From an optimization exercise on the open Yosys and OpenROAD flow, aimed at small area; shortcuts taken in it are not production practice. Where RTL was checked, it was by simulation tests only, not by an equivalence proof against the original. No functional check of the RTL was part of run 2. Power is estimated from default activity; no workload was simulated.

==> flow/design.v <==
package piano_pkg;
    localparam int NUM_VOICES = 3;
    localparam int SAMPLE_W   = 8;
    localparam logic [127:0] ENV_GAIN_TABLE = {
        8'h03, 8'h0D, 8'h1A, 8'h2E, 8'h3F, 8'h51, 8'h53, 8'h69,
        8'h6B, 8'h7A, 8'h7C, 8'h80, 8'h3D, 8'h35, 8'h34, 8'h1C
    };
    localparam logic [10:0] STEP_LAST = 11'h017;
endpackage
module spi_frame_rx (
    input  logic        clk,
    input  logic        rst,
    input  logic        sck,
    input  logic        sdi,
    output logic [23:0] notes,        
    output logic [1:0]  note_count,
    output logic [1:0]  note_count_next,
    output logic [2:0]  strike        
);
    logic [2:0]  sck_sync;
    logic [1:0]  sdi_sync;
    logic        sck_rise;
    logic [25:0] sh;
    logic        locked;
    logic [4:0]  cnt;        
    logic        frame_done;
    logic        match;
    assign sck_rise = sck_sync[1] & ~sck_sync[2];
    assign match    = (cnt >= 5'd5) && (sh[25:15] == '0) && (sh[14:0] == '1) && sdi_sync[1];
    assign note_count_next = frame_done ? sh[25:24] : note_count;
    always_ff @(posedge clk)
    begin
        if (rst)
        begin
            sck_sync <= '0;
            sdi_sync <= '0;
        end
        else
        begin
            sck_sync <= {sck_sync[1:0], sck};
            sdi_sync <= {sdi_sync[0], sdi};
        end
    end
    always_ff @(posedge clk)
    begin
        if (rst)
        begin
            sh         <= '1;
            locked     <= 1'b0;
            cnt        <= '0;
            frame_done <= 1'b0;
        end
        else
        begin
            frame_done <= 1'b0;
            if (sck_rise)
            begin
                sh <= {sh[24:0], sdi_sync[1]};
                if (!locked)
                begin
                    locked <= match;
                    if (match || sh[25])
                        cnt <= '0;
                    else if (cnt != 5'd5)
                        cnt <= cnt + 1'b1;
                end
                else
                begin
                    cnt        <= cnt + 1'b1;
                    frame_done <= (cnt == 5'd31);
                end
            end
        end
    end
    always_ff @(posedge clk)
    begin
        if (rst)
        begin
            notes      <= '0;
            note_count <= '0;
            strike     <= '0;
        end
        else
        begin
            for (int i = 0; i < 3; i++)
                strike[i] <= frame_done && (sh[8*i +: 8] != notes[8*i +: 8]);
            if (frame_done)
            begin
                notes      <= sh[23:0];
                note_count <= sh[25:24];
            end
        end
    end
endmodule
module envelope_gen (
    input  logic       clk,
    input  logic       rst,
    input  logic [7:0] note,
    input  logic       strike,
    output logic [4:0] step,
    output logic       active,
    output logic       active_next,
    output logic       done
);
    logic [10:0] cnt;
    logic        nz;
    logic        clr;
    logic        step_end;
    assign nz       = |note;
    assign clr      = rst | ~nz | strike;
    assign step_end = (cnt == piano_pkg::STEP_LAST);
    assign done     = step[4];
    assign active_next = ~rst & nz & (strike | (active & ~(step_end & (step[3:0] == 4'hF))));
    always_ff @(posedge clk)
    begin
        active <= active_next;
        if (clr | step_end)
            cnt <= '0;
        else
            cnt <= {cnt[9:0], ~(cnt[10] ^ cnt[8])};
        if (clr)
            step <= '0;
        else if (step_end & ~step[4])
            step <= step + 1'b1;
    end
endmodule
module voice_mixer (
    input  logic        clk,
    input  logic        rst,
    input  logic        capture,       
    input  logic        clear,         
    input  logic        run,           
    input  logic [4:0]  k,             
    input  logic [23:0] notes,
    input  logic [14:0] steps,         
    input  logic [2:0]  active,        
    input  logic [1:0]  note_count,    
    output logic [7:0]  mix
);
    logic [25:0] nq;       
    logic [4:0]  sq [3];   
    logic [1:0]  nact;
    logic [9:0]  acc;
    logic [2:0]  in_use;
    logic [4:0]  s;
    logic [2:0]  j;
    logic [7:0]  gain;
    logic [7:0]  term;
    logic [7:0]  div3;
    function automatic logic [9:0] add10(input logic [9:0] a, input logic [9:0] b);
        logic c;
        c = 1'b0;
        for (int i = 0; i < 10; i++)
        begin
            add10[i] = a[i] ^ b[i] ^ c;
            c = (a[i] & b[i]) | (a[i] & c) | (b[i] & c);
        end
    endfunction
    assign in_use[0] = note_count != 2'd0;
    assign in_use[1] = note_count[1];
    assign in_use[2] = note_count == 2'd3;
    always_ff @(posedge clk)
    begin
        if (capture)
            nq <= {notes, 2'b00};
        else
            nq <= {1'b0, nq[25:1]};
        for (int v = 0; v < 3; v++)
            if (capture)
                sq[v] <= {~in_use[v] | steps[5*v+4], steps[5*v +: 4]};
        if (rst)
            nact <= '0;
        else if (capture)
            nact <= (in_use[0] & active[0]) + (in_use[1] & active[1]) + (in_use[2] & active[2]);
        if (clear)
            acc <= '0;
        else
            acc <= add10(acc, {2'b00, term});
    end
    assign j = k[2:0];
    always_comb
    begin
        case (k[4:3])
            2'd0:    s = sq[0];
            2'd1:    s = sq[1];
            default: s = sq[2];
        endcase
        gain = s[4] ? 8'h00 : piano_pkg::ENV_GAIN_TABLE[8*s[3:0] +: 8];
        for (int i = 0; i < 8; i++)
            term[i] = run && gain[3'd7 - j] && nq[i] && (i < 8 - j);
    end
    always_comb
    begin
        logic [7:0] x, y, z, w, s1, c1, s2, c2;
        x = 8'(acc >> 2);
        y = 8'(acc >> 4);
        z = 8'(acc >> 6);
        w = 8'(acc >> 8);
        s1 = x ^ y ^ z;
        c1 = ((x & y) | (x & z) | (y & z)) << 1;
        s2 = s1 ^ c1 ^ w;
        c2 = ((s1 & c1) | (s1 & w) | (c1 & w)) << 1;
        div3 = 8'(add10({2'b00, s2}, {2'b00, c2}));
    end
    always_comb
    begin
        case (nact)
            2'd1:    mix = (acc[9] | acc[8]) ? 8'hFF : acc[7:0];
            2'd2:    mix = acc[9] ? 8'hFF : acc[8:1];
            2'd3:    mix = div3;
            default: mix = 8'h00;
        endcase
    end
endmodule
module dac_serializer (
    input  logic       clk,
    input  logic       rst,
    input  logic [7:0] mix,
    output logic       capture,
    output logic       clear,
    output logic       run,
    output logic [4:0] k,
    output logic       data,
    output logic       dclk,
    output logic       load,
    output logic       ldac
);
    logic [3:0] b;      
    logic [5:0] p;      
    logic       b_last;
    logic       late;   
    assign b_last = b[3] & b[2] & b[1];
    always_ff @(posedge clk)
    begin
        if (rst | b_last)
        begin
            b <= rst ? 4'd14 : 4'd0;
            p <= '0;
        end
        else if (p == 6'd39)
        begin
            p <= '0;
            b <= b + 1'b1;
        end
        else
            p <= p + 1'b1;
    end
    assign capture = ~rst & (b == 4'd13) & (p == 6'd38);
    assign clear   = b_last;
    assign run     = (b == 4'd0) && (p < 6'd24);
    assign k       = p[4:0];
    assign late = p >= 6'd7;
    assign dclk = (p < 6'd20) & ~(b[3] & b[2]);
    assign load = ~(b == 4'd12);
    assign ldac = ~(b == 4'd13);
    always_comb
    begin
        case (b)
            4'd4:    data = late & mix[7];
            4'd5:    data = late ? mix[6] : mix[7];
            4'd6:    data = late ? mix[5] : mix[6];
            4'd7:    data = late ? mix[4] : mix[5];
            4'd8:    data = late ? mix[3] : mix[4];
            4'd9:    data = late ? mix[2] : mix[3];
            4'd10:   data = late ? mix[1] : mix[2];
            4'd11:   data = late ? mix[0] : mix[1];
            default: data = 1'b0;
        endcase
    end
endmodule
module piano_top (
    input  logic       clk,
    input  logic       rst,
    input  logic       sck,
    input  logic       sdi,
    output logic       dclk,
    output logic       data,
    output logic       load,
    output logic       ldac,
    output logic [2:0] voice_active,
    output logic [2:0] voice_done
);
    logic [23:0] notes;
    logic [1:0]  note_count;
    logic [1:0]  note_count_next;
    logic [2:0]  strike;
    logic [14:0] steps;
    logic [2:0]  active_next;
    logic [7:0]  mix;
    logic        capture;
    logic        clear;
    logic        run;
    logic [4:0]  k;
    spi_frame_rx spi_frame_rx_inst (
        .clk             (clk),
        .rst             (rst),
        .sck             (sck),
        .sdi             (sdi),
        .notes           (notes),
        .note_count      (note_count),
        .note_count_next (note_count_next),
        .strike          (strike)
    );
    for (genvar v = 0; v < 3; v++)
    begin : g_voice
        envelope_gen envelope_gen_inst (
            .clk         (clk),
            .rst         (rst),
            .note        (notes[8*v +: 8]),
            .strike      (strike[v]),
            .step        (steps[5*v +: 5]),
            .active      (voice_active[v]),
            .active_next (active_next[v]),
            .done        (voice_done[v])
        );
    end
    voice_mixer voice_mixer_inst (
        .clk        (clk),
        .rst        (rst),
        .capture    (capture),
        .clear      (clear),
        .run        (run),
        .k          (k),
        .notes      (notes),
        .steps      (steps),
        .active     (active_next),
        .note_count (note_count_next),
        .mix        (mix)
    );
    dac_serializer dac_serializer_inst (
        .clk     (clk),
        .rst     (rst),
        .mix     (mix),
        .capture (capture),
        .clear   (clear),
        .run     (run),
        .k       (k),
        .data    (data),
        .dclk    (dclk),
        .load    (load),
        .ldac    (ldac)
    );
endmodule
==> flow/run.sh <==
#!/bin/bash
# synth_recipe.tcl (not shown) runs the flow's synth.tcl, then flattens the netlist and writes it again
# the make line also repeats each setting of config.mk as NAME=value (left out here)
make -C /OpenROAD-flow-scripts/flow DESIGN_CONFIG=/design/flow/config.mk WORK_HOME=/design/flow/orfs CLKGATE_MAP_FILE= SYNTH_SCRIPT=/design/flow/synth_recipe.tcl finish
==> flow/config.mk <==
export PLATFORM = sky130hd
export DESIGN_NAME = piano_top
export DESIGN_NICKNAME = piano_top
export VERILOG_FILES = /design/flow/design.v
export SDC_FILE = /design/flow/constraint.sdc
export NUM_CORES = 4
export LEC_CHECK = 0
export CAP_MARGIN = 20
export CORE_MARGIN = 2
export CORE_UTILIZATION = 40
export SLEW_MARGIN = 20
==> flow/constraint.sdc <==
create_clock -name core_clock -period 10.0 [get_ports {clk}]
set_input_delay 2.0000 -clock core_clock [delete_from_list [all_inputs] [get_ports {clk}]]
set_output_delay 2.0000 -clock core_clock [all_outputs]
set_load 0.01 [all_outputs]
==> impl_metrics.csv, run 1 <==
group,metric,value,unit
sta,hold_violations,0,
clock_network,cts_tree,"yes",
hold_path,min_to,"spi_frame_rx_inst.sdi_sync[1]$_SDFF_PP0_",
route,vias_per_cell,5.11,
route,wire_per_inst,14.8,µm
clock_network,insertion_delay,0.43,ns
grt,grt_usage,16.1,%
critical_path,cp-end-kind,"output pin",
floorplan,die_h,150,µm
power_and_ir_drop,p_per_area,167,nW/µm²
finish,num_antenna_cells,0,
finish,drive_above_1_share,9.47,%
critical_path,reg2reg_to,"voice_mixer_inst.acc[8]$_SDFF_PP0_",
logic_synthesis,async_reset_ff_share,0,%
clock_network,clk_pin_slew_worst_paths,0.07,ns
route,routed_wl,16900,µm
sta,setup_violations,0,
sta,max_freq,132,MHz
hold_path,min_from,"spi_frame_rx_inst.sdi_sync[0]$_SDFF_PP0_",
sta,slew_violations,0,
floorplan,fp.dieW,150,µm
critical_path,r2r_start,"dac_serializer_inst.p[4]$_SDFF_PP0_",
grt,antenna_found_initial,0,
sta,tns,0,ns
sta,finalCriticalPeriod,7.55,ns
clock_network,cts.sinks,181,
critical_path,crit_start,"voice_mixer_inst.acc[7]$_SDFF_PP0_",
logic_synthesis,ys_seq_area_share,44.6,%
logic_synthesis,synthCells,864,
floorplan,core_area,21000,µm²
logic_synthesis,synth_top_family_by_area,"simple AND/OR/NAND/NOR gates",
critical_path,arrival,5.55,ns
critical_path,path_cells,"fa_1 -> fa_1 -> ha_1 -> fa_1 -> fa_1 -> fa_1 -> fa_1 -> fa_1 -> nand2b_1 -> a32oi_1 -> nand2_1 -> nand3_1 -> a21boi_0 -> a211o_1 -> clkdlybuf4s50_1",
logic_synthesis,synth_compound_area_share,8.03,%
critical_path,critPathTopFamily,"adder cells",
sta,slew_headroom,43.9,%
status,outcome,"finished clean",
sta,fin_crit_sh,75.5,%
floorplan,initial_core_util,40.7,%
critical_path,rrSetupSlack,3.51,ns
clock_network,htreeDepth,4,
critical_path,critPathBufInv,1,
logic_synthesis,syn_avg_cell_area,9.90,µm²
route,vias,5826,
sta,skew,0.0120,ns
finish,nets,907,
flow_run,maxCapViolations,0,
clock_network,cts_hold_buffers,0,
power_and_ir_drop,p_leak,3.75,nW
grt,first_global_vias,5692,
clock_network,cts_resized,0,
critical_path,critPathRequiredTime,8.00,ns
floorplan,row_count,53,
logic_synthesis,ys.flop_type,"dfxtp_1",
clock_network,clock-root-buffer,"clkbuf_16",
critical_path,slowest_delay,0.51,ns
logic_synthesis,synth_top_area_cell,"dfxtp_1",
floorplan,io_pins,14,
route,drc,0,
grt,grt_max_degree,47,
hold_path,hold_depth,1,
critical_path,worst_path_max_delay_cell,"dfxtp_1",
power_and_ir_drop,ir_drop,0.117,mV
logic_synthesis,synthSimpleGateAreaFrac,21.6,%
logic_synthesis,yosysUniqueCellTypes,75,
logic_synthesis,yosysMostFrequentCell,"dfxtp_1",
grt,grt_pass1_wl,28900,µm
sta,rsz0062_at_grt,"no",
logic_synthesis,synthTopCellsByArea,"dfxtp_1 38%, edfxtp_1 6.7%, ha_1 4.7%",
critical_path,crit_path_frequent_cell,"fa_1",
logic_synthesis,synth_commonest_cells,"162 x dfxtp_1, 78 x nor2_1, 71 x nand2_1",
logic_synthesis,post_synth_xor_area_fraction,4.71,%
logic_synthesis,ys_warn_count,5,
logic_synthesis,synth_edf_count,19,
finish,area.growth.synth_to_final,10.3,%
logic_synthesis,synth-seq-cells,181,
critical_path,cp-start-kind,"flip-flop",
logic_synthesis,yosysTopAreaCellShare,37.9,%
floorplan,die-area,22600,µm²
finish,final_util,44.9,%
placed_design,dpl.hpwl,11500,µm
clock_network,cts_buffers,17,
placed_design,routabilityCongestion,0.822,
critical_path,ff2ff_path_depth,17,
grt,overflow,0,
logic_synthesis,synth_mux_area_share,8.05,%
hold_path,min_path_type,"flip-flop to flip-flop",
logic_synthesis,syn_area,8550,µm²
logic_synthesis,synthAdderAreaFrac,8.89,%
placed_design,numPortBuffers,13,
clock_network,clockBufferDepth,2,
route,ant_nets,0,
critical_path,path_max_fanout,6,
critical_path,path_class,"flip-flop to output pin",
route,dr.pass1.iters,4,
sta,worst_pin_slew,0.837,ns
clock_network,post_cts_buffers,0,
route,drtIter0Drc,283,
## worst max path at each step
stage                      end  slack (ns)  depth (start not counted)
after floorplan           data        3.59                         14
after global placement    data        2.93                         15
after detailed placement  data        2.89                         15
after CTS                 data        2.44                         15
after global routing      data        2.12                         15
final                     data        2.45                         15
## cell usage in the layout (no fill, tap or decap), drive strengths merged, types with 6 or more instances in the layout
| master | Yosys | routed |
|---|---|---|
| nor3 | 24 | 24 |
| clkbuf | 20 | 21 |
| dfxtp | 162 | 162 |
| o211ai | 11 | 11 |
| nor2 | 78 | 78 |
| clkdlybuf4s50 | 0 | 12 |
| nor2b | 22 | 22 |
| o21ai | 13 | 13 |
| nor4 | 17 | 17 |
| ha | 32 | 32 |
| edfxtp | 19 | 19 |
| and2 | 29 | 29 |
| xor2 | 32 | 32 |
| nand4 | 6 | 6 |
| xnor2 | 14 | 14 |
| nor4bb | 6 | 6 |
| inv | 23 | 28 |
| nand3 | 55 | 55 |
| and3 | 18 | 18 |
| mux2i | 38 | 38 |
| a21oi | 28 | 28 |
| mux2 | 27 | 27 |
| fa | 18 | 18 |
| nand2 | 72 | 72 |
| nand2b | 8 | 8 |
| buf | 29 | 7 |
## power breakdown
group | internal (mW) | switching (mW)
sequential | 0.746 | 0.0239
clock | 0.415 | 0.289
combinational | 0.0411 | 0.0649
total | 1.20 | 0.378
## cell type report
cell class | instances | area (µm²)
fillers | 1976 | 11600
clock inverters | 11 | 164
inverters | 23 | 86.3
multi-input cells | 611 | 4400
clock buffers | 21 | 462
repair buffers | 19 | 170
flip-flops and latches | 181 | 3810
well taps | 275 | 344
## routing by layer
metal / vias to the layer above / GRT usage [%] / part of all wire (%) / wire length [µm]
li1: 2995 / - / - / -
met1: 2747 / 22.3 / 50 / 8460
met2: 70 / 25.2 / 46 / 7740
met3: 14 / 3.48 / 3.0 / 502
met4: 0 / 4.62 / 1.2 / 206
met5: - / 0 / 0 / 0
## kinds of logic (layout without fill, tap and decap cells)
group | count (synthesis) | after routing
AO/OA/AOI/OAI | 93 | 93
XOR/XNOR | 46 | 46
adder cells (fa/ha/maj) | 50 | 50
buffers and inverters | 72 | 74
flip-flops | 181 | 181
multiplexers | 65 | 65
AND/OR/NAND/NOR | 357 | 357
## registers in the layout (all words and copies together) (netlist names), 4 cells and up
| register | count |
|---|---|
| spi_frame_rx_inst.notes | 24 |
| g_voice.envelope_gen_inst.cnt | 33 |
| spi_frame_rx_inst.sh | 26 |
| voice_mixer_inst.nq | 26 |
| dac_serializer_inst.p | 6 |
| voice_mixer_inst.sq | 15 |
| g_voice.envelope_gen_inst.step | 15 |
| voice_mixer_inst.acc | 10 |
| dac_serializer_inst.b | 4 |
| spi_frame_rx_inst.cnt | 5 |
## stage by stage
step	instances	power (mW)	instance area (µm²)	hold WS, ns	worst slack [ns]
finish	1141	1.58	9440	0.436	2.45
global route	1141	1.64	9440	0.465	2.12
CTS	1141	1.60	9430	0.438	2.44
detailed placement	1109	0.893	8810	0.422	2.89
global placement	1109	0.891	8810	0.432	2.93
floorplan	864	0.861	8550	0.414	3.59
==> run 2, diff against run 1 <==
--- a/flow/design.v
+++ b/flow/design.v
@@ -130,6 +130,9 @@
     input  logic        capture,       
     input  logic        clear,         
     input  logic        run,           
+    input  logic        divide,        
+    input  logic        half,          
+    input  logic        third,         
     input  logic [4:0]  k,             
     input  logic [23:0] notes,
     input  logic [14:0] steps,         
@@ -145,8 +148,8 @@
     logic [4:0]  s;
     logic [2:0]  j;
     logic [7:0]  gain;
-    logic [7:0]  term;
-    logic [7:0]  div3;
+    logic [8:0]  term;
+    logic        add_div;
     function automatic logic [9:0] add10(input logic [9:0] a, input logic [9:0] b);
         logic c;
         c = 1'b0;
@@ -163,6 +166,8 @@
     begin
         if (capture)
             nq <= {notes, 2'b00};
+        else if (divide)
+            nq <= {16'h0000, acc};
         else
             nq <= {1'b0, nq[25:1]};
         for (int v = 0; v < 3; v++)
@@ -172,12 +177,13 @@
             nact <= '0;
         else if (capture)
             nact <= (in_use[0] & active[0]) + (in_use[1] & active[1]) + (in_use[2] & active[2]);
-        if (clear)
+        if (clear || (divide && nact != 2'd1))
             acc <= '0;
         else
-            acc <= add10(acc, {2'b00, term});
+            acc <= add10(acc, {1'b0, term});
     end
-    assign j = k[2:0];
+    assign j       = k[2:0];
+    assign add_div = (half && nact == 2'd2) || (third && nact == 2'd3);
     always_comb
     begin
         case (k[4:3])
@@ -187,30 +193,10 @@
         endcase
         gain = s[4] ? 8'h00 : piano_pkg::ENV_GAIN_TABLE[8*s[3:0] +: 8];
         for (int i = 0; i < 8; i++)
-            term[i] = run && gain[3'd7 - j] && nq[i] && (i < 8 - j);
-    end
-    always_comb
-    begin
-        logic [7:0] x, y, z, w, s1, c1, s2, c2;
-        x = 8'(acc >> 2);
-        y = 8'(acc >> 4);
-        z = 8'(acc >> 6);
-        w = 8'(acc >> 8);
-        s1 = x ^ y ^ z;
-        c1 = ((x & y) | (x & z) | (y & z)) << 1;
-        s2 = s1 ^ c1 ^ w;
-        c2 = ((s1 & c1) | (s1 & w) | (c1 & w)) << 1;
-        div3 = 8'(add10({2'b00, s2}, {2'b00, c2}));
-    end
-    always_comb
-    begin
-        case (nact)
-            2'd1:    mix = (acc[9] | acc[8]) ? 8'hFF : acc[7:0];
-            2'd2:    mix = acc[9] ? 8'hFF : acc[8:1];
-            2'd3:    mix = div3;
-            default: mix = 8'h00;
-        endcase
+            term[i] = nq[i] && (add_div || (run && gain[3'd7 - j] && (i < 8 - j)));
+        term[8] = nq[8] && add_div;
     end
+    assign mix = acc[7:0] | {8{acc[9] | acc[8]}};
 endmodule
 module dac_serializer (
     input  logic       clk,
@@ -219,6 +205,9 @@
     output logic       capture,
     output logic       clear,
     output logic       run,
+    output logic       divide,
+    output logic       half,
+    output logic       third,
     output logic [4:0] k,
     output logic       data,
     output logic       dclk,
@@ -249,6 +238,9 @@
     assign clear   = b_last;
     assign run     = (b == 4'd0) && (p < 6'd24);
     assign k       = p[4:0];
+    assign divide  = (b == 4'd0) && (p == 6'd24);
+    assign half    = (b == 4'd0) && (p == 6'd26);
+    assign third   = (b == 4'd0) && (p == 6'd27 || p == 6'd29 || p == 6'd31 || p == 6'd33);
     assign late = p >= 6'd7;
     assign dclk = (p < 6'd20) & ~(b[3] & b[2]);
     assign load = ~(b == 4'd12);
@@ -290,6 +282,9 @@
     logic        capture;
     logic        clear;
     logic        run;
+    logic        divide;
+    logic        half;
+    logic        third;
     logic [4:0]  k;
     spi_frame_rx spi_frame_rx_inst (
         .clk             (clk),
@@ -320,6 +315,9 @@
         .capture    (capture),
         .clear      (clear),
         .run        (run),
+        .divide     (divide),
+        .half       (half),
+        .third      (third),
         .k          (k),
         .notes      (notes),
         .steps      (steps),
@@ -334,6 +332,9 @@
         .capture (capture),
         .clear   (clear),
         .run     (run),
+        .divide  (divide),
+        .half    (half),
+        .third   (third),
         .k       (k),
         .data    (data),
         .dclk    (dclk),
--- a/flow/config.mk
+++ b/flow/config.mk
@@ -5,7 +5,9 @@
 export SDC_FILE = /design/flow/constraint.sdc
 export NUM_CORES = 4
 export LEC_CHECK = 0
+export ABC_AREA = 1
 export CAP_MARGIN = 20
 export CORE_MARGIN = 2
 export CORE_UTILIZATION = 40
+export CTS_BUF_LIST = sky130_fd_sc_hd__clkbuf_8
 export SLEW_MARGIN = 20
==> run 2 against run 1 <==
  * Utilization down 0.56 points
  * First-iteration DRC count up 20%
  * Wire length down 3.1%
  * Largest power group unchanged
==> impl_metrics.csv, run 2 <==
group,metric,value,unit
logic_synthesis,syn_area,8150,µm²
critical_path,path_max_fanout,11,
clock_network,cts_buffers,17,
sta,hold_violations,0,
grt,met2_usage,25.2,%
floorplan,fp.dieW,147,µm
logic_synthesis,async_reset_ff_share,0,%
finish,most-common-layout-cells,"167 x inv_1, 162 x dfxtp_1, 148 x nand2_1",
clock_network,insertion_delay,0.45,ns
finish,area.growth.synth_to_final,9.37,%
finish,regMostFlops,"g_voice.envelope_gen_inst.cnt",
finish,final_util,44.3,%
route,wire_per_inst,12.6,µm
finish,nets,1056,
power_and_ir_drop,ir_drop,0.0878,mV
finish,drive_above_1_share,5.73,%
finish,reg_top3,"g_voice.envelope_gen_inst.cnt (33), spi_frame_rx_inst.sh (26), voice_mixer_inst.nq (26)",
logic_synthesis,yosysUniqueCellTypes,43,
clock_network,clock-root-buffer,"clkbuf_8",
flow_run,maxCapViolations,0,
clock_network,clk_pin_slew_worst_paths,0.10,ns
clock_network,cts_tree,"yes",
route,vias_per_cell,4.84,
grt,first_global_vias,5875,
critical_path,reg2reg_to,"voice_mixer_inst.acc[8]$_SDFF_PP0_",
route,routed_wl,16400,µm
grt,grt.busiest_layer,"met2",
finish,stdcell_area,8910,µm²
logic_synthesis,yosysTopAreaCellShare,39.8,%
critical_path,ff2ff_path_depth,26,
hold_path,min_to,"spi_frame_rx_inst.sdi_sync[1]$_SDFF_PP0_",
power_and_ir_drop,p_per_area,165,nW/µm²
sta,finalCriticalPeriod,5.79,ns
floorplan,core_area,20100,µm²
critical_path,slowest_delay,0.61,ns
floorplan,row_count,52,
critical_path,critPathTopFamily,"adder cells",
critical_path,r2r_start,"dac_serializer_inst.p[4]$_SDFF_PP0_",
route,ant_nets,0,
critical_path,cp-start-kind,"flip-flop",
sta,max_freq,173,MHz
grt,antenna_found_initial,0,
placed_design,routabilityCongestion,0.814,
floorplan,die_h,147,µm
critical_path,crit_start,"dac_serializer_inst.p[4]$_SDFF_PP0_",
grt,grt_usage,16.0,%
logic_synthesis,synth_top_area_cell,"dfxtp_1",
grt,grt_max_degree,52,
route,vias,6297,
critical_path,critPathRequiredTime,10.39,ns
route,drtIter0Drc,340,
logic_synthesis,yosysMostFrequentCell,"inv_1",
critical_path,critPathBufInv,3,
status,outcome,"finished clean",
sta,slew_violations,0,
clock_network,htreeDepth,4,
logic_synthesis,ys.flop_type,"dfxtp_1",
critical_path,path_class,"flip-flop to flip-flop",
hold_path,min_from,"spi_frame_rx_inst.sdi_sync[0]$_SDFF_PP0_",
critical_path,worst_path_max_delay_cell,"dfxtp_1",
floorplan,initial_core_util,40.5,%
placed_design,placed_cell_area,8460,µm²
route,drc,0,
logic_synthesis,syn_avg_cell_area,8.00,µm²
logic_synthesis,synth_edf_count,19,
placed_design,dpl.hpwl,11700,µm
critical_path,crit_path_frequent_cell,"fa_1",
logic_synthesis,synthCells,1019,
sta,rsz0062_at_grt,"no",
power_and_ir_drop,p_leak,3.53,nW
route,dr.pass1.iters,5,
grt,grt_pass1_wl,28200,µm
critical_path,arrival,6.17,ns
hold_path,hold_depth,2,
finish,num_antenna_cells,0,
logic_synthesis,ys_seq_area_share,46.8,%
floorplan,die-area,21500,µm²
sta,setup_violations,0,
sta,worst_pin_slew,0.961,ns
floorplan,io_pins,14,
critical_path,cp-end-kind,"flip-flop",
logic_synthesis,synth_commonest_cells,"167 x inv_1, 162 x dfxtp_1, 148 x nand2_1",
clock_network,cts_resized,0,
logic_synthesis,synthTopCellsByArea,"dfxtp_1 40%, inv_1 7.7%, edfxtp_1 7.0%",
grt,overflow,0,
logic_synthesis,ys_warn_count,5,
finish,final.fill_count,2004,
clock_network,clockBufferDepth,2,
grt,gr-usage-met3,3.45,%
critical_path,rrSetupSlack,4.21,ns
sta,tns,0,ns
sta,fin_crit_sh,57.9,%
finish,largest_reg_flops,33,
grt,grt_util_met1,22.1,%
logic_synthesis,synth-seq-cells,181,
finish,layout_commonest_cell,"inv_1",
hold_path,min_path_type,"flip-flop to flip-flop",
clock_network,cts_hold_buffers,0,
sta,skew,0.0149,ns
clock_network,cts.sinks,181,
placed_design,numPortBuffers,13,
clock_network,post_cts_buffers,0,
sta,slew_headroom,35.8,%
[run 2: cells by family after synthesis]
family,share of synthesized area [%]
xor gates and xnor gates,2.69
AOI/OAI and AO/OA,12.7
buffers and inverters,10.2
DFF,46.8
adders and majority gates,6.20
and+or+nand+nor,21.3
muxes,0.123
[run 2: report_power, final]
group	switching [mW]	total [mW]	internal [mW]	leakage (nW)
combinational	0.0952	0.144	0.0492	1.81
sequential	0.0222	0.772	0.749	1.49
clock	0.269	0.552	0.283	0.227
[run 2: per-stage QoR]
stage	hold WS, ns	power [mW]	setup slack [ns]	instances
2_1_floorplan	0.388	0.888	4.80	1019
3_3_place_gp	0.402	0.932	4.38	1268
3_5_place_dp	0.401	0.932	4.28	1268
4_1_cts	0.415	1.48	4.20	1300
5_1_grt	0.448	1.53	3.74	1300
6_report	0.409	1.47	4.21	1300
[run 2: layer usage]
layer | part of all wire [%] | up-vias
met5 | 0 | -
met2 | 45 | 72
met3 | 2.9 | 14
li1 | - | 3308
met1 | 50 | 2903
met4 | 1.1 | 0
[run 2: worst register-to-register path, delay by kind of cell, from the launching register on]
| kind | cells | cell delay [ns] |
|---|---|---|
| adder cells (fa/ha/maj) | 10 | 3.62 |
| AND/OR/NAND/NOR | 12 | 1.21 |
| buffers and inverters | 3 | 0.22 |
| flip-flops | 1 | 0.61 |
| AO/OA/AOI/OAI | 1 | 0.07 |
[run 2: area by class of cell]
cell class / count / area [µm²] / area share, %
clock buffers: 18 / 248 / 2.78
clock inverters: 14 / 200 / 2.25
inverters: 172 / 648 / 7.27
multi-input cells: 628 / 3500 / 39.3
flip-flops and latches: 181 / 3810 / 42.8
well taps: 270 / 338 / 3.79
repair buffers: 17 / 160 / 1.80
[run 2: worst max-delay path by stage]
stage / to / slack, ns / cells past startpoint
after floorplan: voice_mixer_inst.acc[8]$_SDFF_PP0_ / 4.80 / 26
after global placement: voice_mixer_inst.acc[8]$_SDFF_PP0_ / 4.38 / 26
after detailed placement: voice_mixer_inst.acc[8]$_SDFF_PP0_ / 4.28 / 26
after CTS: voice_mixer_inst.acc[8]$_SDFF_PP0_ / 4.20 / 26
after global routing: voice_mixer_inst.acc[8]$_SDFF_PP0_ / 3.74 / 26
final: voice_mixer_inst.acc[8]$_SDFF_PP0_ / 4.21 / 26
==> run 3, diff against run 2 <==
--- a/flow/design.v
+++ b/flow/design.v
@@ -17,16 +17,17 @@
     output logic [1:0]  note_count_next,
     output logic [2:0]  strike        
 );
-    logic [2:0]  sck_sync;
-    logic [1:0]  sdi_sync;
+    logic [1:0]  sck_sync;
+    logic        sdi_sync;
     logic        sck_rise;
     logic [25:0] sh;
     logic        locked;
     logic [4:0]  cnt;        
+    logic        frame_end;    
     logic        frame_done;
     logic        match;
-    assign sck_rise = sck_sync[1] & ~sck_sync[2];
-    assign match    = (cnt >= 5'd5) && (sh[25:15] == '0) && (sh[14:0] == '1) && sdi_sync[1];
+    assign sck_rise = sck_sync[0] & ~sck_sync[1];
+    assign match    = (cnt >= 5'd5) && (sh[25:15] == '0) && (sh[14:0] == '1) && sdi_sync;
     assign note_count_next = frame_done ? sh[25:24] : note_count;
     always_ff @(posedge clk)
     begin
@@ -37,8 +38,8 @@
         end
         else
         begin
-            sck_sync <= {sck_sync[1:0], sck};
-            sdi_sync <= {sdi_sync[0], sdi};
+            sck_sync <= {sck_sync[0], sck};
+            sdi_sync <= sdi;
         end
     end
     always_ff @(posedge clk)
@@ -48,14 +49,16 @@
             sh         <= '1;
             locked     <= 1'b0;
             cnt        <= '0;
+            frame_end  <= 1'b0;
             frame_done <= 1'b0;
         end
         else
         begin
-            frame_done <= 1'b0;
+            frame_done <= frame_end;
+            frame_end  <= 1'b0;
             if (sck_rise)
             begin
-                sh <= {sh[24:0], sdi_sync[1]};
+                sh <= {sh[24:0], sdi_sync};
                 if (!locked)
                 begin
                     locked <= match;
@@ -67,7 +70,7 @@
                 else
                 begin
                     cnt        <= cnt + 1'b1;
-                    frame_done <= (cnt == 5'd31);
+                    frame_end <= (cnt == 5'd31);
                 end
             end
         end
==> flow/flow/run.sh (new file) <==
#!/bin/bash
# Own layout flow: the standard flow (standard.sh) with a leaner clock
# tree (no dummy loads), small port buffers, ABC's buffers removed and
# power recovery (downsizing of cells off the critical path).
set -e
cp standard.sh standard_sh.txt
export CTS_ARGS="-sink_clustering_enable -repair_clock_nets -buf_list sky130_fd_sc_hd__clkbuf_8 -dont_use_dummy_load"
export RECOVER_POWER=100
export REMOVE_ABC_BUFFERS=1
export BUFFER_PORTS_ARGS="-buffer_cell sky130_fd_sc_hd__buf_1"
bash standard.sh > standard.log 2>&1
==> flow/standard.sh (new file) <==
#!/bin/bash
# synth_recipe.tcl (not shown) runs the flow's synth.tcl, then flattens the netlist and writes it again
# the make line also repeats each setting of config.mk as NAME=value (left out here)
make -C /OpenROAD-flow-scripts/flow DESIGN_CONFIG=/design/flow/config.mk WORK_HOME=/design/flow/orfs CLKGATE_MAP_FILE= SYNTH_SCRIPT=/design/flow/synth_recipe.tcl "${@:-finish}"
--- a/flow/config.mk
+++ b/flow/config.mk
@@ -9,5 +9,4 @@
 export CAP_MARGIN = 20
 export CORE_MARGIN = 2
 export CORE_UTILIZATION = 40
-export CTS_BUF_LIST = sky130_fd_sc_hd__clkbuf_8
 export SLEW_MARGIN = 20
removed: flow/run.sh
==> run 3 against run 2 <==
  * The layout now fails its checks (capacitance limit, slew limit)
  * Register-to-register slack lost 0.24 ns
  * First-iteration DRC count grew 13%
  * Critical path depth fell by 2
  * Setup slack lost 0.24 ns
  * Sequential power decreased by 0.9%
  * Clock skew increased by 0.033 ns
  * Fmax shrank 3.9%
  * Combinational power down 13%
  * Wire length up 1.4%
  * Synthesized cell count up 0.79%
  * Global-route usage increased by 0.13 points
  * Via count rose by 0.32%
  * Largest power group unchanged
==> impl_metrics.csv, run 3 <==
group,metric,value,unit
route,vias_per_cell,4.87,
finish,regMostFlops,"g_voice.envelope_gen_inst.cnt",
placed_design,dp_cells,1279,
route,routed_wl,16600,µm
floorplan,die_h,147,µm
flow_run,maxCapViolations,1,
logic_synthesis,synthAdderAreaFrac,5.56,%
route,ant_nets,0,
grt,grt_pass1_wl,28500,µm
logic_synthesis,syn_avg_cell_area,7.97,µm²
power_and_ir_drop,p_per_area,146,nW/µm²
finish,nets,1064,
logic_synthesis,synth_compound_area_share,13.1,%
grt,first_global_vias,6003,
sta,worst_pin_slew,1.55,ns
logic_synthesis,synth_edf_count,19,
placed_design,dpl_worst_slack,4.22,ns
clock_network,cts_tree,"yes",
critical_path,critPathRequiredTime,10.37,ns
clock_network,clk_pin_slew_worst_paths,0.08,ns
power_and_ir_drop,p_leak,3.47,nW
critical_path,cp-start-kind,"flip-flop",
floorplan,row_count,52,
critical_path,rrSetupSlack,3.98,ns
power_and_ir_drop,power.switching,0.328,mW
clock_network,cts_buffers,17,
logic_synthesis,ys_seq_area_share,46.3,%
route,drc,0,
logic_synthesis,ys.flop_type,"dfxtp_1",
placed_design,dpl.hpwl,11900,µm
sta,fin_crit_sh,60.2,%
finish,final_cells,1297,
floorplan,initial_core_util,40.6,%
grt,gr-usage-met3,3.35,%
sta,slew_violations,38,
logic_synthesis,yosysTopAreaCellShare,39.4,%
power_and_ir_drop,p_seq_share,60.6,%
floorplan,fp.dieW,147,µm
placed_design,routabilityCongestion,0.824,
status,so.violations,"capacitance limit, slew limit",
logic_synthesis,ys_warn_count,5,
clock_network,post_cts_buffers,0,
clock_network,clockBufferDepth,2,
logic_synthesis,yosysUniqueCellTypes,49,
route,wire_per_inst,12.8,µm
clock_network,cts.sinks,180,
critical_path,path_max_fanout,10,
sta,finalCriticalPeriod,6.02,ns
sta,whs,0.427,ns
grt,met2_usage,25.2,%
logic_synthesis,synth_commonest_cells,"171 x inv_1, 161 x dfxtp_1, 142 x nand2_1",
route,vias,6317,
logic_synthesis,synth-seq-cells,180,
sta,setup_ws,3.98,ns
logic_synthesis,synthCells,1027,
power_and_ir_drop,p_clk_share,29.5,%
critical_path,cp-end-kind,"flip-flop",
logic_synthesis,async_reset_ff_share,0,%
logic_synthesis,synth_mux_area_share,0,%
floorplan,core_area,20200,µm²
status,outcome,"finished with violations",
floorplan,die-area,21600,µm²
logic_synthesis,synthTopCellsByArea,"dfxtp_1 39%, inv_1 7.8%, edfxtp_1 7.0%",
finish,largest_reg_flops,33,
finish,drive_above_1_share,3.89,%
critical_path,ff2ff_path_depth,24,
hold_path,hold_depth,2,
clock_network,clock-root-buffer,"clkbuf_8",
clock_network,cts_hold_buffers,0,
placed_design,placed_cell_area,8420,µm²
finish,most-common-layout-cells,"172 x inv_1, 161 x dfxtp_1, 143 x nand2_1",
sta,setup_violations,0,
power_and_ir_drop,comb_power_share,9.9,%
critical_path,arrival,6.39,ns
finish,reg_top3,"g_voice.envelope_gen_inst.cnt (33), spi_frame_rx_inst.sh (26), voice_mixer_inst.nq (26)",
route,dr.pass1.iters,5,
route,drtIter0Drc,385,
grt,grt_util_met1,22.6,%
finish,layout_commonest_cell,"inv_1",
finish,stdcell_area,8630,µm²
sta,rsz0062_at_grt,"no",
logic_synthesis,syn_area,8190,µm²
clock_network,cts_resized,0,
logic_synthesis,synth_top_area_cell,"dfxtp_1",
logic_synthesis,synth_top_family_by_area,"simple AND/OR/NAND/NOR gates",
sta,skew,0.0478,ns
logic_synthesis,synthSimpleGateAreaFrac,22.3,%
power_and_ir_drop,ir_drop,0.0947,mV
grt,grt_usage,16.1,%
finish,area.growth.synth_to_final,5.38,%
floorplan,io_pins,14,
hold_path,min_path_type,"flip-flop to flip-flop",
sta,slew_headroom,-3.42,%
sta,max_freq,166,MHz
grt,grt_max_degree,44,
finish,final_util,42.8,%
power_and_ir_drop,intPower,0.934,mW
grt,overflow,0,
clock_network,insertion_delay,0.45,ns
grt,grt.busiest_layer,"met2",
power_and_ir_drop,p_sw_share,26.0,%
sta,tns,0,ns
grt,antenna_found_initial,0,
placed_design,numPortBuffers,13,
logic_synthesis,post_synth_xor_area_fraction,2.25,%
sta,hold_violations,0,
logic_synthesis,yosysMostFrequentCell,"inv_1",
clock_network,htreeDepth,4,
finish,num_antenna_cells,0,
power_and_ir_drop,power,1.26,mW
critical_path,path_class,"flip-flop to flip-flop",
run 3: cells by family after synthesis:
logic type	count (synthesis)
AND/OR/NAND/NOR	395
buffers and inverters	212
AO/OA/AOI/OAI	188
flip-flops	180
adder cells (fa/ha/maj)	31
XOR/XNOR	21
run 3: path summary, 6_finish.rpt:
path,from,to
setup reg to reg,dac_serializer_inst.p[4]$_SDFF_PP0_,voice_mixer_inst.acc[8]$_SDFF_PP0_
hold reg to reg,g_voice[1].envelope_gen_inst.cnt[3]$_SDFF_PP0_,g_voice[1].envelope_gen_inst.cnt[4]$_SDFF_PP0_
setup / recovery,dac_serializer_inst.p[4]$_SDFF_PP0_,voice_mixer_inst.acc[8]$_SDFF_PP0_
hold / removal,g_voice[1].envelope_gen_inst.cnt[3]$_SDFF_PP0_,g_voice[1].envelope_gen_inst.cnt[4]$_SDFF_PP0_
run 3: layer usage:
metal  wire (µm)  vias to the layer above
met4         191                        0
met3         426                       14
met2        7350                       69
met5           0                        -
met1        8650                     2912
li1            -                     3322
run 3: layout make-up:
| cell class | instances | area [µm²] |
|---|---|---|
| multi-input cells | 635 | 3520 |
| clock buffers | 17 | 234 |
| repair buffers | 20 | 82.6 |
| inverters | 175 | 659 |
| well taps | 270 | 338 |
| fillers | 2078 | 11500 |
| flip-flops and latches | 180 | 3790 |
run 3: power by group through the flow:
stage / Sequential [mW] / Combinational [mW] / Clock [mW]
3_3_place_gp: 0.782 / 0.124 / 0
4_1_cts: 0.765 / 0.126 / 0.386
6_report: 0.765 / 0.125 / 0.372
5_1_grt: 0.769 / 0.147 / 0.410
3_5_place_dp: 0.782 / 0.125 / 0
2_1_floorplan: 0.777 / 0.0935 / 0
run 3: critical path: stages (launching register included):
cell     delay, ns
dfxtp_1       0.62
inv_1         0.26
nand3_1       0.12
nand3_1       0.20
ha_1          0.35
inv_1         0.05
nand4_1       0.14
nand3_1       0.10
nand3_1       0.09
nand2_1       0.05
a21oi_1       0.12
nand2_1       0.19
nand3_1       0.12
a21oi_1       0.07
ha_1          0.20
fa_1          0.40
fa_1          0.39
fa_1          0.38
fa_1          0.39
fa_1          0.39
fa_1          0.40
fa_1          0.36
inv_1         0.07
fa_1          0.41
nor2_1        0.10
==> run 4, diff against run 3 <==
==> flow/flow/run.sh (replaced) <==
#!/bin/bash
# Own layout flow: the standard flow (standard.sh) with a clock tree
# without dummy loads, the smallest buffer on each port and ABC's buffers
# removed before placement. Each tool's output goes to a log file here.
set -e
export CTS_ARGS="-sink_clustering_enable -repair_clock_nets -buf_list sky130_fd_sc_hd__clkbuf_8 -dont_use_dummy_load"
export REMOVE_ABC_BUFFERS=1
export BUFFER_PORTS_ARGS="-buffer_cell sky130_fd_sc_hd__buf_1"
bash standard.sh > standard.log 2>&1
--- a/flow/config.mk
+++ b/flow/config.mk
@@ -5,7 +5,6 @@
 export SDC_FILE = /design/flow/constraint.sdc
 export NUM_CORES = 4
 export LEC_CHECK = 0
-export ABC_AREA = 1
 export CAP_MARGIN = 20
 export CORE_MARGIN = 2
 export CORE_UTILIZATION = 40
==> run 4 against run 3 <==
  * Now clean on timing, DRC and antenna
  * Combinational power down 31%
  * Synthesized cell count down 19%
  * First-iteration DRC count down 32%
  * Via count down 13%
  * Die area down 1.5%
  * Worst hold slack better by 0.0052 ns
  * Wire length down 6.9%
  * Utilization up 0.75 points
  * Largest cell class is now multi-input combinational cells
==> impl_metrics.csv, run 4 <==
group,metric,value,unit
sta,slew_violations,0,
critical_path,path_max_fanout,16,
logic_synthesis,synth_edf_count,19,
sta,setup_violations,0,
floorplan,die-area,21300,µm²
status,outcome,"finished clean",
grt,grt_max_degree,53,
placed_design,dpl.hpwl,10900,µm
clock_network,cts_hold_buffers,0,
clock_network,clockBufferDepth,2,
finish,largest_reg_flops,33,
route,routed_wl,15500,µm
clock_network,clock-root-buffer,"clkbuf_8",
flow_run,maxCapViolations,0,
grt,gr-usage-met3,3.32,%
power_and_ir_drop,p_leak,3.30,nW
finish,reg_top3,"g_voice.envelope_gen_inst.cnt (33), spi_frame_rx_inst.sh (26), voice_mixer_inst.nq (26)",
sta,tns,0,ns
route,ant_nets,0,
logic_synthesis,async_reset_ff_share,0,%
grt,met2_usage,24.6,%
finish,nets,860,
clock_network,clk_pin_slew_worst_paths,0.09,ns
grt,antenna_found_initial,0,
clock_network,post_cts_buffers,0,
logic_synthesis,synth-seq-cells,180,
finish,area.growth.synth_to_final,5.76,%
grt,overflow,0,
sta,max_freq,147,MHz
clock_network,cts_buffers,17,
logic_synthesis,synth_top_area_cell,"dfxtp_1",
finish,num_antenna_cells,0,
logic_synthesis,yosysMostFrequentCell,"dfxtp_1",
route,wire_per_inst,14.2,µm
critical_path,path_class,"flip-flop to flip-flop",
route,dr.pass1.iters,4,
sta,worst_pin_slew,0.995,ns
floorplan,core_area,19600,µm²
critical_path,arrival,7.15,ns
floorplan,row_count,51,
finish,regMostFlops,"g_voice.envelope_gen_inst.cnt",
logic_synthesis,yosysUniqueCellTypes,60,
logic_synthesis,syn_avg_cell_area,9.69,µm²
grt,grt.busiest_layer,"met2",
placed_design,numPortBuffers,13,
route,drc,0,
placed_design,dp_cells,1071,
critical_path,cp-end-kind,"flip-flop",
finish,seqCellArea,3790,µm²
floorplan,initial_core_util,41.1,%
critical_path,cp-start-kind,"flip-flop",
logic_synthesis,synthTopCellsByArea,"dfxtp_1 40%, edfxtp_1 7.1%, mux2i_1 5.8%",
grt,grt_pass1_wl,26500,µm
clock_network,cts.sinks,180,
logic_synthesis,ys_seq_area_share,47.1,%
sta,rsz0062_at_grt,"no",
clock_network,insertion_delay,0.45,ns
grt,grt_util_met1,20.4,%
placed_design,routabilityCongestion,0.811,
finish,drive_above_1_share,5.71,%
sta,finalCriticalPeriod,6.79,ns
logic_synthesis,synth_commonest_cells,"161 x dfxtp_1, 91 x nor2_1, 86 x nand2_1",
logic_synthesis,ys_warn_count,5,
sta,skew,0.0346,ns
route,vias,5522,
power_and_ir_drop,p_per_area,143,nW/µm²
finish,layout_commonest_cell,"dfxtp_1",
finish,final_cells,1088,
sta,hold_violations,0,
critical_path,critPathRequiredTime,10.36,ns
hold_path,min_path_type,"flip-flop to flip-flop",
sta,fin_crit_sh,67.9,%
floorplan,fp.dieW,146,µm
logic_synthesis,yosysTopAreaCellShare,40.0,%
clock_network,htreeDepth,4,
clock_network,cts_resized,0,
sta,slew_headroom,31.7,%
logic_synthesis,synthCells,832,
grt,grt_usage,15.1,%
grt,first_global_vias,5370,
floorplan,io_pins,14,
clock_network,cts_tree,"yes",
finish,most-common-layout-cells,"161 x dfxtp_1, 91 x nor2_1, 86 x nand2_1",
logic_synthesis,syn_area,8060,µm²
route,drtIter0Drc,262,
floorplan,die_h,146,µm
finish,final.fill_count,1931,
route,vias_per_cell,5.08,
power_and_ir_drop,ir_drop,0.0801,mV
logic_synthesis,ys.flop_type,"dfxtp_1",
finish,multi_input_area,4020,µm²
## run 4: cell types whose count changed after synthesis, moves of 42 or more
cell	change
nand3_1	-44
o21ai_0	-54
nand2_1	-56
inv_1	-158
a21oi_1	-42
mux2i_1	+47
## run 4: critical path, cell delays in order, from the launching register on
cell and delay (ns):
dfxtp_1 0.73, mux2_2 0.40, mux2i_1 0.37, inv_1 0.17, ha_1 0.30, mux2_2 0.28
nand2_1 0.06, o21ai_0 0.09, o21ai_0 0.17, a31oi_1 0.15, a31oi_4 0.29, o21ai_1 0.08
and2_1 0.16, ha_1 0.18, fa_1 0.38, fa_1 0.39, fa_1 0.39, fa_1 0.39
fa_1 0.39, fa_1 0.40, fa_1 0.36, inv_1 0.07, fa_1 0.40, nor2b_1 0.10
## run 4: worst paths after layout
kind	from	endpoint	slack, ns	cells after the start
worst max-delay path	dac_serializer_inst.p[3]$_SDFF_PP0_	voice_mixer_inst.acc[8]$_SDFF_PP0_	3.21	23
worst min-delay path	voice_mixer_inst.nq[17]$_DFF_P_	voice_mixer_inst.nq[16]$_DFF_P_	0.43	1
worst max register to register	dac_serializer_inst.p[3]$_SDFF_PP0_	voice_mixer_inst.acc[8]$_SDFF_PP0_	3.21	23
worst min register to register	voice_mixer_inst.nq[17]$_DFF_P_	voice_mixer_inst.nq[16]$_DFF_P_	0.43	1
## run 4: per-stage QoR
| step | util, % | worst slack (ns) | hold slack (ns) | cell area [µm²] | power (mW) |
|---|---|---|---|---|---|
| CTS | 43.5 | 3.20 | 0.442 | 8520 | 1.24 |
| finish | 43.5 | 3.21 | 0.433 | 8520 | 1.22 |
| detailed placement | 42.3 | 3.24 | 0.426 | 8290 | 0.867 |
| global route | 43.5 | 2.76 | 0.458 | 8520 | 1.28 |
| global placement | 42.3 | 3.36 | 0.424 | 8290 | 0.867 |
| floorplan | - | 2.28 | 0.414 | 7850 | 0.838 |
## run 4: area by class of cell
type	count	share of cell area, %
Tap cell	265	3.89
Sequential cell	180	44.5
Clock buffer	17	2.74
Multi-Input combinational cell	594	47.2
Inverter	13	0.572
Timing Repair Buffer	19	1.12
## run 4: layer usage
metal,part of all wire [%],vias to the layer above
met2,46,46
met5,0,-
met3,2.3,8
met1,51,2615
li1,-,2853
met4,0.74,0
## run 4: report_power, final
part	total [mW]	internal, mW	switching, mW
logic	0.0861	0.0333	0.0528
registers	0.764	0.741	0.0231
clock network	0.367	0.151	0.216
## run 4: kinds of logic after synthesis
logic type | Yosys count | synth area share (%)
adders and majority gates | 31 | 5.65
buffers and inverters | 58 | 3.18
DFF | 180 | 47.1
muxes | 56 | 7.26
and+or+nand+nor | 349 | 22.1
AOI/OAI and AO/OA | 115 | 10.1
xor gates and xnor gates | 43 | 4.67
==> run 5, diff against run 4 <==
==> flow/run.sh (new file) <==
#!/bin/bash
# synth_recipe.tcl (not shown) runs the flow's synth.tcl, then flattens the netlist and writes it again
# the make line also repeats each setting of config.mk as NAME=value (left out here)
make -C /OpenROAD-flow-scripts/flow DESIGN_CONFIG=/design/flow/config.mk WORK_HOME=/design/flow/orfs CLKGATE_MAP_FILE= SYNTH_SCRIPT=/design/flow/synth_recipe.tcl finish
--- a/flow/config.mk
+++ b/flow/config.mk
@@ -8,4 +8,5 @@
 export CAP_MARGIN = 20
 export CORE_MARGIN = 2
 export CORE_UTILIZATION = 40
+export CTS_BUF_LIST = sky130_fd_sc_hd__clkbuf_8
 export SLEW_MARGIN = 20
removed: flow/flow/run.sh
removed: flow/standard.sh
==> run 5 against run 4 <==
  * Synthesized area stayed put
  * Critical endpoint unchanged
  * Via count grew 0.98%
  * Sequential power barely moved
  * Global-route usage rose by 0.083 points
  * Critical path depth is the same
  * Register-to-register slack lost 0.04 ns
  * Combinational power rose by 2.9%
  * Utilization grew 1.3 points
  * Power up 12%
  * Die area unchanged
==> impl_metrics.csv, run 5 <==
group,metric,value,unit
sta,finalCriticalPeriod,6.82,ns
placed_design,dpl_worst_slack,3.28,ns
sta,tns,0,ns
sta,slew_headroom,29.4,%
placed_design,routabilityCongestion,0.846,
clock_network,cts_buffers,17,
clock_network,cts_tree,"yes",
placed_design,dpl.hpwl,10700,µm
clock_network,htreeDepth,4,
sta,slew_violations,0,
clock_network,cts.sinks,180,
logic_synthesis,synth_top_area_cell,"dfxtp_1",
finish,largest_reg_flops,33,
power_and_ir_drop,ir_drop,0.0948,mV
grt,grt_pass1_wl,26400,µm
route,vias_per_cell,5.06,
route,drtIter0Drc,292,
logic_synthesis,synth-seq-cells,180,
finish,final_util,44.8,%
grt,met2_usage,22.7,%
clock_network,clk_pin_slew_worst_paths,0.09,ns
floorplan,die_h,146,µm
logic_synthesis,yosysMostFrequentCell,"dfxtp_1",
finish,reg_top3,"g_voice.envelope_gen_inst.cnt (33), spi_frame_rx_inst.sh (26), voice_mixer_inst.nq (26)",
critical_path,path_max_fanout,16,
power_and_ir_drop,power,1.37,mW
sta,max_freq,147,MHz
floorplan,fp.dieW,146,µm
logic_synthesis,synthCells,832,
grt,grt_max_degree,74,
logic_synthesis,syn_area,8060,µm²
floorplan,die-area,21300,µm²
clock_network,clockBufferDepth,2,
sta,worst_pin_slew,1.03,ns
placed_design,numPortBuffers,13,
power_and_ir_drop,p_leak,3.42,nW
finish,regMostFlops,"g_voice.envelope_gen_inst.cnt",
clock_network,post_cts_buffers,0,
floorplan,core_area,19600,µm²
power_and_ir_drop,p_per_area,156,nW/µm²
floorplan,row_count,51,
grt,grt_usage,15.2,%
clock_network,cts_hold_buffers,0,
sta,hold_violations,0,
logic_synthesis,ys_seq_area_share,47.1,%
sta,fin_crit_sh,68.2,%
critical_path,critPathRequiredTime,10.40,ns
finish,final.fill_count,1917,
critical_path,path_cells,"mux2_2 -> mux2i_2 -> inv_1 -> ha_1 -> mux2_2 -> nand2_1 -> o21ai_0 -> o21ai_0 -> a31oi_1 -> a31oi_4 -> o21ai_1 -> and2_1 -> ha_1 -> fa_1 -> fa_1 -> fa_1 -> fa_1 -> fa_1 -> fa_1 -> fa_1 -> inv_1 -> fa_1 -> nor2b_1",
sta,rsz0062_at_grt,"no",
finish,area.growth.synth_to_final,8.82,%
logic_synthesis,ys.flop_type,"dfxtp_1",
finish,layout_commonest_cell,"dfxtp_1",
logic_synthesis,synth_edf_count,19,
logic_synthesis,yosysTopAreaCellShare,40.0,%
route,wire_per_inst,14.1,µm
logic_synthesis,synth_commonest_cells,"161 x dfxtp_1, 91 x nor2_1, 86 x nand2_1",
route,drc,0,
logic_synthesis,syn_avg_cell_area,9.69,µm²
critical_path,worst_path_max_delay_cell,"dfxtp_1",
route,dr.pass1.iters,5,
flow_run,maxCapViolations,0,
finish,drive_above_1_share,7.29,%
logic_synthesis,synthTopCellsByArea,"dfxtp_1 40%, edfxtp_1 7.1%, mux2i_1 5.8%",
critical_path,slowest_delay,0.75,ns
grt,overflow,0,
critical_path,arrival,7.23,ns
hold_path,min_path_type,"flip-flop to flip-flop",
finish,num_antenna_cells,0,
floorplan,io_pins,14,
sta,setup_violations,0,
critical_path,cp-end-kind,"flip-flop",
sta,setup_ws,3.18,ns
clock_network,cts_resized,0,
finish,most-common-layout-cells,"161 x dfxtp_1, 91 x nor2_1, 86 x nand2_1",
finish,nets,859,
critical_path,crit_path_frequent_cell,"fa_1",
logic_synthesis,ys_warn_count,5,
critical_path,cp-start-kind,"flip-flop",
grt,grt.busiest_layer,"met2",
floorplan,initial_core_util,41.1,%
sta,skew,0.0111,ns
route,routed_wl,15500,µm
logic_synthesis,yosysUniqueCellTypes,60,
clock_network,clock-root-buffer,"clkbuf_8",
route,ant_nets,0,
clock_network,insertion_delay,0.46,ns
status,outcome,"finished clean",
grt,grt_util_met1,21.9,%
grt,gr-usage-met3,3.51,%
sta,whs,0.441,ns
grt,first_global_vias,5187,
grt,antenna_found_initial,0,
critical_path,path_class,"flip-flop to flip-flop",
logic_synthesis,async_reset_ff_share,0,%
route,vias,5576,
run 5: cell counts after synthesis:
Identical to the previous run, type by type.
run 5: final timing paths:
check	cells past startpoint	end	slack (ns)	from
worst max-delay path	23	voice_mixer_inst.acc[8]$_SDFF_PP0_	3.18	dac_serializer_inst.p[3]$_SDFF_PP0_
worst min-delay path	1	spi_frame_rx_inst.frame_done$_SDFF_PP0_	0.44	spi_frame_rx_inst.frame_end$_SDFF_PP0_
worst max register to register	23	voice_mixer_inst.acc[8]$_SDFF_PP0_	3.18	dac_serializer_inst.p[3]$_SDFF_PP0_
worst min register to register	1	spi_frame_rx_inst.frame_done$_SDFF_PP0_	0.44	spi_frame_rx_inst.frame_end$_SDFF_PP0_
run 5: logic make-up after synthesis:
logic type | Yosys count | synth area share [%]
and+or+nand+nor | 349 | 22.1
AOI/OAI and AO/OA | 115 | 10.1
xor gates and xnor gates | 43 | 4.67
adders and majority gates | 31 | 5.65
buffers and inverters | 58 | 3.18
DFF | 180 | 47.1
muxes | 56 | 7.26
run 5: power by group:
group	switching, mW	total (mW)	internal (mW)
clock	0.267	0.517	0.249
sequential	0.0226	0.764	0.741
combinational	0.0528	0.0886	0.0357
total	0.343	1.37	1.03
run 5: layout make-up:
class                   instances  area [µm²]  share of cell area (%)
clock buffers                  17         234                    2.67
flip-flops and latches        180        3790                    43.3
clock inverters                15         179                    2.04
well taps                     265         332                    3.78
inverters                      13        48.8                   0.556
multi-input cells             594        4020                    45.8
repair buffers                 18         163                    1.85
run 5: metal layers:
layer,vias up,share of wire [%],wire length (µm)
met4,0,1.3,198
met1,2617,52,8050
met2,84,43,6750
met5,-,0,0
met3,14,3.3,519
li1,2861,-,-
run 5: stage by stage:
step / instances / instance area, µm²
after detailed placement: 1070 / 8360
after global placement: 1070 / 8360
after CTS: 1102 / 8770
final: 1102 / 8770
after floorplan: 832 / 8060
after global routing: 1102 / 8770
run 5: critical path: cells and delay by family (launching register included):
kind / cells / cell delay [ns]
and+or+nand+nor: 3 / 0.36
muxes: 3 / 1.10
adders and majority gates: 10 / 3.55
AOI/OAI and AO/OA: 5 / 0.78
DFF: 1 / 0.75
buffers and inverters: 2 / 0.22
==> run 6, diff against run 5 <==
--- a/flow/design.v
+++ b/flow/design.v
@@ -31,16 +31,9 @@
     assign note_count_next = frame_done ? sh[25:24] : note_count;
     always_ff @(posedge clk)
     begin
-        if (rst)
-        begin
-            sck_sync <= '0;
-            sdi_sync <= '0;
-        end
-        else
-        begin
-            sck_sync <= {sck_sync[0], sck};
-            sdi_sync <= sdi;
-        end
+        sck_sync[0] <= sck & ~rst;
+        sck_sync[1] <= sck_sync[0];
+        sdi_sync    <= sdi;
     end
     always_ff @(posedge clk)
     begin
@@ -117,7 +110,7 @@
     always_ff @(posedge clk)
     begin
         active <= active_next;
-        if (clr | step_end)
+        if (~nz | strike | step_end)    
             cnt <= '0;
         else
             cnt <= {cnt[9:0], ~(cnt[10] ^ cnt[8])};
==> flow/flow/run.sh (new file) <==
#!/bin/bash
# Own layout flow: the standard flow (standard.sh) with
# - ABC's buffers removed at floorplan, and every combinational cell then put
#   at its smallest drive strength (flow/downsize.tcl); repair_design and
#   repair_timing size up again where needed,
# - the smallest buffer on each port,
# - a clock tree without dummy loads.
# Each tool's output goes to a log file here.
set -e
export CTS_ARGS="-sink_clustering_enable -repair_clock_nets -buf_list sky130_fd_sc_hd__clkbuf_16 -sink_clustering_size 40 -sink_clustering_max_diameter 150 -dont_use_dummy_load"
export REMOVE_ABC_BUFFERS=1
export BUFFER_PORTS_ARGS="-buffer_cell sky130_fd_sc_hd__buf_1"
bash standard.sh floorplan > standard_floorplan.log 2>&1
RES_DIR=$(pwd)/orfs/results/sky130hd/piano_top/base openroad -no_init -exit flow/downsize.tcl > downsize.log 2>&1
bash standard.sh > standard.log 2>&1
==> flow/flow/downsize.tcl (new file) <==
# Puts every combinational cell of the floorplanned netlist at its smallest
# drive strength; placement's repair_design sizes up again where slew,
# capacitance or fanout need it, and timing repair where timing needs it.
set plat $::env(FLOW_HOME)/platforms/sky130hd
set res $::env(RES_DIR)
read_db $res/2_floorplan.odb
read_liberty $plat/lib/sky130_fd_sc_hd__tt_025C_1v80.lib
read_sdc $res/2_floorplan.sdc
set n 0
set saved 0.0
foreach inst [get_cells *] {
  set ref [get_property $inst ref_name]
  if {![regexp {^(sky130_fd_sc_hd__[a-z0-9]+)_([0-9]+)$} $ref -> base drv]} { continue }
  if {[regexp {df|dl|sdf|edf|tap|fill|decap|conb|clkbuf|clkinv|clkdly} $base]} { continue }
  set best $ref
  set cur [get_lib_cells */$ref]
  set best_area [get_property $cur area]
  foreach cand [get_lib_cells */${base}_*] {
    set cname [get_property $cand name]
    if {![regexp "^${base}_\[0-9\]+\$" $cname]} { continue }
    if {[regexp {lpflow|probe} $cname]} { continue }
    set a [get_property $cand area]
    if {$a < $best_area} { set best $cname; set best_area $a }
  }
  if {$best ne $ref} {
    set saved [expr {$saved + [get_property $cur area] - $best_area}]
    replace_cell $inst $best
    incr n
  }
}
puts "downsized $n cells, [format %.1f $saved] um2"
write_db $res/2_floorplan.odb
==> flow/standard.sh (new file) <==
#!/bin/bash
# synth_recipe.tcl (not shown) runs the flow's synth.tcl, then flattens the netlist and writes it again
# the make line also repeats each setting of config.mk as NAME=value (left out here)
make -C /OpenROAD-flow-scripts/flow DESIGN_CONFIG=/design/flow/config.mk WORK_HOME=/design/flow/orfs CLKGATE_MAP_FILE= SYNTH_SCRIPT=/design/flow/synth_recipe.tcl "${@:-finish}"
--- a/flow/config.mk
+++ b/flow/config.mk
@@ -8,5 +8,4 @@
 export CAP_MARGIN = 20
 export CORE_MARGIN = 2
 export CORE_UTILIZATION = 40
-export CTS_BUF_LIST = sky130_fd_sc_hd__clkbuf_8
 export SLEW_MARGIN = 20
removed: flow/run.sh
==> run 6 against run 5 <==
  * Die area decreased by 0.83%
  * Fmax decreased by 4.0%
  * Sequential power about the same
  * Worst hold slack got worse by 0.068 ns
  * First-iteration DRC count increased by 3.4%
  * Critical path depth unchanged
  * Sequential share of layout area increased by 0.67 points
  * Combinational power decreased by 5.2%
  * Clock skew increased by 0.020 ns
  * Clock power increased by 2%
  * Synthesized area decreased by 0.85%
  * Critical path type unchanged
  * Largest cell class unchanged
==> impl_metrics.csv, run 6 <==
group,metric,value,unit
route,vias,5502,
sta,worst_pin_slew,0.983,ns
clock_network,htreeDepth,4,
status,outcome,"finished clean",
placed_design,dpl.hpwl,10600,µm
power_and_ir_drop,power,1.38,mW
grt,antenna_found_initial,0,
route,vias_per_cell,5.07,
sta,hold_violations,0,
finish,regMostFlops,"g_voice.envelope_gen_inst.cnt",
power_and_ir_drop,p_per_area,159,nW/µm²
placed_design,dpl_worst_slack,2.93,ns
clock_network,cts_resized,0,
logic_synthesis,yosysTopAreaCellShare,40.3,%
floorplan,fp.dieW,145,µm
floorplan,io_pins,14,
power_and_ir_drop,p_leak,3.35,nW
route,drc,0,
clock_network,post_cts_buffers,0,
floorplan,core_area,19500,µm²
clock_network,clockBufferDepth,2,
sta,rsz0062_at_grt,"no",
logic_synthesis,synth_commonest_cells,"161 x dfxtp_1, 94 x nand2_1, 86 x nor2_1",
grt,grt_max_degree,53,
logic_synthesis,synth_edf_count,19,
logic_synthesis,async_reset_ff_share,0,%
finish,most-common-layout-cells,"161 x dfxtp_1, 94 x nand2_1, 86 x nor2_1",
grt,first_global_vias,5432,
finish,largest_reg_flops,33,
clock_network,cts.sinks,180,
finish,nets,858,
sta,max_freq,141,MHz
finish,final_util,44.2,%
finish,final.fill_count,1914,
critical_path,path_max_fanout,19,
critical_path,slowest_delay,0.76,ns
logic_synthesis,synth-seq-cells,180,
sta,fin_crit_sh,71.1,%
logic_synthesis,syn_area,7990,µm²
power_and_ir_drop,ir_drop,0.117,mV
hold_path,min_path_type,"flip-flop to flip-flop",
grt,grt_usage,15.1,%
critical_path,cp-end-kind,"flip-flop",
clock_network,clk_pin_slew_worst_paths,0.06,ns
route,drtIter0Drc,302,
floorplan,die_h,145,µm
grt,grt_pass1_wl,26500,µm
logic_synthesis,yosysMostFrequentCell,"dfxtp_1",
critical_path,arrival,7.45,ns
logic_synthesis,synth_top_area_cell,"dfxtp_1",
sta,setup_violations,0,
floorplan,row_count,51,
logic_synthesis,ys_warn_count,5,
route,ant_nets,0,
critical_path,path_cells,"mux2_2 -> mux2i_1 -> inv_1 -> ha_1 -> nor2b_1 -> nor3_1 -> a211oi_1 -> o21ai_0 -> a31oi_1 -> a31oi_1 -> nand2b_1 -> o311a_1 -> ha_1 -> fa_1 -> fa_1 -> fa_1 -> fa_1 -> fa_1 -> fa_1 -> fa_1 -> inv_1 -> fa_1 -> nor2b_1",
critical_path,worst_path_max_delay_cell,"dfxtp_1",
finish,layout_commonest_cell,"dfxtp_1",
clock_network,cts_buffers,17,
placed_design,routabilityCongestion,0.802,
critical_path,critPathRequiredTime,10.34,ns
sta,finalCriticalPeriod,7.11,ns
sta,setup_ws,2.89,ns
finish,area.growth.synth_to_final,8.08,%
critical_path,path_class,"flip-flop to flip-flop",
logic_synthesis,ys.flop_type,"dfxtp_1",
logic_synthesis,syn_avg_cell_area,9.62,µm²
critical_path,crit_path_frequent_cell,"fa_1",
finish,num_antenna_cells,0,
logic_synthesis,ys_seq_area_share,47.5,%
placed_design,numPortBuffers,13,
floorplan,die-area,21100,µm²
floorplan,initial_core_util,40.9,%
sta,whs,0.373,ns
clock_network,clock-root-buffer,"clkbuf_16",
logic_synthesis,yosysUniqueCellTypes,59,
finish,reg_top3,"g_voice.envelope_gen_inst.cnt (33), spi_frame_rx_inst.sh (26), voice_mixer_inst.nq (26)",
clock_network,insertion_delay,0.42,ns
logic_synthesis,synthTopCellsByArea,"dfxtp_1 40%, edfxtp_1 7.1%, mux2i_1 6.3%",
logic_synthesis,synthCells,831,
critical_path,cp-start-kind,"flip-flop",
finish,drive_above_1_share,4.38,%
sta,skew,0.0311,ns
sta,slew_violations,0,
route,routed_wl,15200,µm
route,dr.pass1.iters,4,
flow_run,maxCapViolations,0,
clock_network,cts_tree,"yes",
route,wire_per_inst,14.0,µm
clock_network,cts_hold_buffers,0,
sta,tns,0,ns
grt,overflow,0,
sta,slew_headroom,34.2,%
-- run 6: metal layers --
layer | vias to the layer above | track usage [%] | wire [µm]
met1 | 2576 | 20.7 | 7730
met5 | - | 0 | 0
met3 | 11 | 3.70 | 390
li1 | 2865 | - | -
met2 | 50 | 23.9 | 6890
met4 | 0 | 3.97 | 172
-- run 6: logic make-up after synthesis --
kind of cell,share of synthesized area [%]
and+or+nand+nor,21.7
DFF,47.5
AOI/OAI and AO/OA,10.3
buffers and inverters,3.23
muxes,6.97
xor gates and xnor gates,4.60
adders and majority gates,5.70
-- run 6: final timing paths --
kind              cells past startpoint  slack (ns)                               endpoint                             startpoint
setup / recovery                     23        2.89     voice_mixer_inst.acc[8]$_SDFF_PP0_    dac_serializer_inst.p[3]$_SDFF_PP0_
hold / removal                        0        0.37  spi_frame_rx_inst.sck_sync[1]$_DFF_P_  spi_frame_rx_inst.sck_sync[0]$_DFF_P_
setup reg to reg                     23        2.89     voice_mixer_inst.acc[8]$_SDFF_PP0_    dac_serializer_inst.p[3]$_SDFF_PP0_
hold reg to reg                       0        0.37  spi_frame_rx_inst.sck_sync[1]$_DFF_P_  spi_frame_rx_inst.sck_sync[0]$_DFF_P_
-- run 6: final cells by class --
type	count	area [µm²]	area share [%]
Inverter	17	63.8	0.739
Clock buffer	17	425	4.93
Sequential cell	180	3790	43.9
Multi-Input combinational cell	589	3940	45.6
Timing Repair Buffer	18	87.6	1.01
Tap cell	265	332	3.84
-- run 6: stage by stage --
stage | cell area (µm²) | std cells
2_1_floorplan | 7800 | 786
3_3_place_gp | 8210 | 1069
3_5_place_dp | 8210 | 1069
4_1_cts | 8640 | 1086
5_1_grt | 8640 | 1086
6_report | 8640 | 1086
-- run 6: worst max-delay path, delay by kind of cell (launching register included) --
family                     cells  cell delay [ns]
buffers and inverters          2             0.25
AOI/OAI and AO/OA              5             0.98
muxes                          2             0.84
adders and majority gates     10             3.68
and+or+nand+nor                4             0.54
DFF                            1             0.76
-- run 6: power by group --
group	switching, mW	internal (mW)
Sequential	0.0223	0.742
Clock	0.233	0.295
Combinational	0.0514	0.0326
Total	0.307	1.07

Re-timed with assumed drivers on the ports (clkbuf_16 on the clock, buf_2 on other inputs), run 6 has 2.891 ns of setup slack against 2.891 ns with ideal ports, and 2.891 ns once port delays also move by the mid clock arrival of 0.453 ns.
